What follows belongs to an exercise in optimizing a design on an open flow for small area, a short achievable clock period and few clock cycles per item; a production flow would make more cautious choices.
Where RTL was checked, it was by simulation tests only, not by an equivalence proof against the original.
No activity file was given, so power comes from the tool's default toggle rates.

Design joystick_mouse_button_qualifier_unit, start of the top module:
module joystick_mouse_button_qualifier_unit (
    input  logic                                i_clk,
    input  logic                                i_rst_n,
    input  logic                                s_axis_tvalid,
    output logic                                s_axis_tready,
    input  logic [jmbq_pkg::IN_TDATA_W-1:0]     s_axis_tdata,
    output logic                                m_axis_tvalid,
    input  logic                                m_axis_tready,
    output logic [jmbq_pkg::OUT_TDATA_W-1:0]    m_axis_tdata,
    input  logic                                i_cfg_we,
    input  logic [jmbq_pkg::CFG_IDX_W-1:0]      i_cfg_idx,
    input  logic [jmbq_pkg::CFG_DATA_W-1:0]     i_cfg_wdata
);
    localparam int NB = jmbq_pkg::NUM_BTN;
    localparam int TW = jmbq_pkg::TIME_W;
    localparam int SW = jmbq_pkg::SAMPLE_W;
    localparam int KW = jmbq_pkg::KEYS_W;
    localparam int PW = jmbq_pkg::SPEED_W;
    localparam int DW = jmbq_pkg::DZ_W;
    localparam int HW = jmbq_pkg::MS_W;
  ...
clock: 10.0 ns
lec_check: 0
cap_margin: 20
core_margin: 2
core_utilization: 40
setup_slack_margin: 5
slew_margin: 20
run.sh (not shown) runs the stock make flow with config.mk's settings and CLKGATE_MAP_FILE= SYNTH_SCRIPT=/design/flow/synth_recipe.tcl, a recipe that flattens the netlist after the stock synthesis.
The starting point passed the timing, DRC and antenna checks.
==> next run, changes <==
--- a/flow/config.mk
+++ b/flow/config.mk
@@ -9,4 +9,3 @@
 export CORE_MARGIN = 2
 export CORE_UTILIZATION = 40
-export SETUP_SLACK_MARGIN = 5
 export SLEW_MARGIN = 20
Setup slack gets worse by 0.48 ns. Hold slack hardly moves. Critical path depth is unchanged. Synthesized cell count does not change. Cell area decreases by 0.48%. Non-clock buffer count decreases by 2.
Function was not checked in any run of this note: the RTL went through the layout flow alone.

========
joystick_mouse_button_qualifier_unit, a different RTL version from the one above (not shown whole).
Size: roughly 4300 cells after synthesis, roughly 930 flip-flops, about 120 I/O pins.
clock: 10.0 ns
lec_check: 0
cap_margin: 20
core_margin: 2
core_utilization: 40
cts_cluster_diameter: 132
cts_cluster_size: 28
slew_margin: 20
standard.sh (not shown) runs the stock make flow with config.mk's settings and CLKGATE_MAP_FILE= SYNTH_SCRIPT=/design/flow/synth_recipe.tcl, a recipe that flattens the netlist after the stock synthesis.
==> flow/flow/run.sh <==
#!/bin/bash
# Standard synthesis and layout (the standard.sh, unchanged scripts); the
# only difference from the standard flow's own layout is a larger setup slack margin for
# ORFS's repair_timing steps, so that repair keeps improving paths past the
# point where they meet the (unchanged) 10 ns constraint.
set -euo pipefail
cd "$(dirname "$0")/.."
MARGIN=$(cat flow/margin.txt)
bash standard.sh synth > synth_make.log 2>&1
bash standard.sh SETUP_SLACK_MARGIN=$MARGIN finish > layout_make.log 2>&1
==> flow/flow/margin.txt <==
6.55
Testbench counts at the start, summed over its fixed seeds: cycles 3,296, polls 3,200.
Rerun with:
Settings changed: CTS_CLUSTER_SIZE 28 to 24.
Hold slack degrades by 0.0042 ns.
Synthesized area is unchanged.
Combinational power stays flat.
Cell area came out higher by 0.40%.
First-iteration DRC count came out lower by 3.6%.
Global-route usage hardly moves.
Via count hardly moves.
Utilization came out higher by 0.18 points.

========
joystick_mouse_button_qualifier_unit, a different RTL version from the one above (not shown whole).
Size: about 4200 cells after synthesis, roughly 120 I/O pins, about 51000 um^2 of cells after synthesis.
clock: 10.0 ns
lec_check: 0
cap_margin: 20
core_margin: 2
core_utilization: 40
cts_cluster_diameter: 132
cts_cluster_size: 24
slew_margin: 20
==> flow/flow/run.sh <==
#!/bin/bash
# Standard synthesis and layout (the standard.sh, unchanged scripts); the
# differences from the standard flow's own layout are a larger setup slack margin for
# ORFS's repair_timing steps, so that repair keeps improving paths past the
# point where they meet the (unchanged) 10 ns constraint, and a plain buffer
# (sky130_fd_sc_hd__buf_2) as the cell that buffers every port.
set -euo pipefail
cd "$(dirname "$0")/.."
MARGIN=$(cat flow/margin.txt)
bash standard.sh synth > synth_make.log 2>&1
bash standard.sh SETUP_SLACK_MARGIN=$MARGIN "BUFFER_PORTS_ARGS=-buffer_cell sky130_fd_sc_hd__buf_2" finish > layout_make.log 2>&1
==> flow/flow/margin.txt <==
6.65
Testbench counts at the start, summed over its fixed seeds: cycles 3,288, polls 3,200.
Change:
==> flow/flow/margin.txt (replaced) <==
6.6
The changed run passed the timing, DRC and antenna checks.
Final cell count shrinks slightly.
Die area does not change.
Routed wire length hardly moves.
Cell area came out lower slightly.
Worst hold slack got worse by 0.023 ns.
First-iteration DRC count came out higher by a few percent.
Clock-buffer cell count fell by 1.
Synthesized area stays the same.
Change:
==> flow/flow/margin.txt (replaced) <==
6.5
What happened:
- The new run went through all stages and came out clean
- final cell count goes down slightly
- global-route usage stays flat
- die area does not change
- power came out lower slightly
- non-clock buffer count goes down by 25
- fmax barely changes
- core utilization falls by 0.24 points
- clock-buffer cell count decreases by 3
- clock skew came out higher by 0.0098 ns
- sequential cell count stays the same

==> what the ideal ports hide <==
The flow's constraints put no driver on any port. The routed layouts listed below were extracted and timed again, unchanged, in two steps.
Step 1 assumes that a clkbuf_16 drives the clock port and a buf_2 every other input.
Step 2 adds t to the input delays and takes it off the output delays; t is the mean of the earliest and latest rising clock arrival at the registers after step 1. Input paths then give back, and output paths get back, about the clock's delay inside the block.
Three values: ideal, step 1, step 2; two values: the first two.
run | t (ns) | setup slack, ns | cell pins on the clock port's net
the first run of note 1 | 0.739 | 5.220 / 5.220 / 5.220 | 1
the second run of note 1 | 0.728 | 4.736 / 4.736 / 4.736 | 1
the first run of note 2 | 0.703 | 6.633 / 6.580 / 5.959 | 1
the second run of note 2 | 0.716 | 6.594 / 6.571 / 5.922 | 1
the first run of note 3 | 0.723 | 6.666 / 6.619 / 6.375 | 1
the second run of note 3 | 0.718 | 6.579 / 6.579 / 6.277 | 1
the third run of note 3 | 0.728 | 6.589 / 6.555 / 6.298 | 1
After both steps every run listed still meets setup and hold. For the first run of note 2, which loses most, drivers alone change the setup slack by -0.053 ns; drivers and shift together by -0.674 ns.
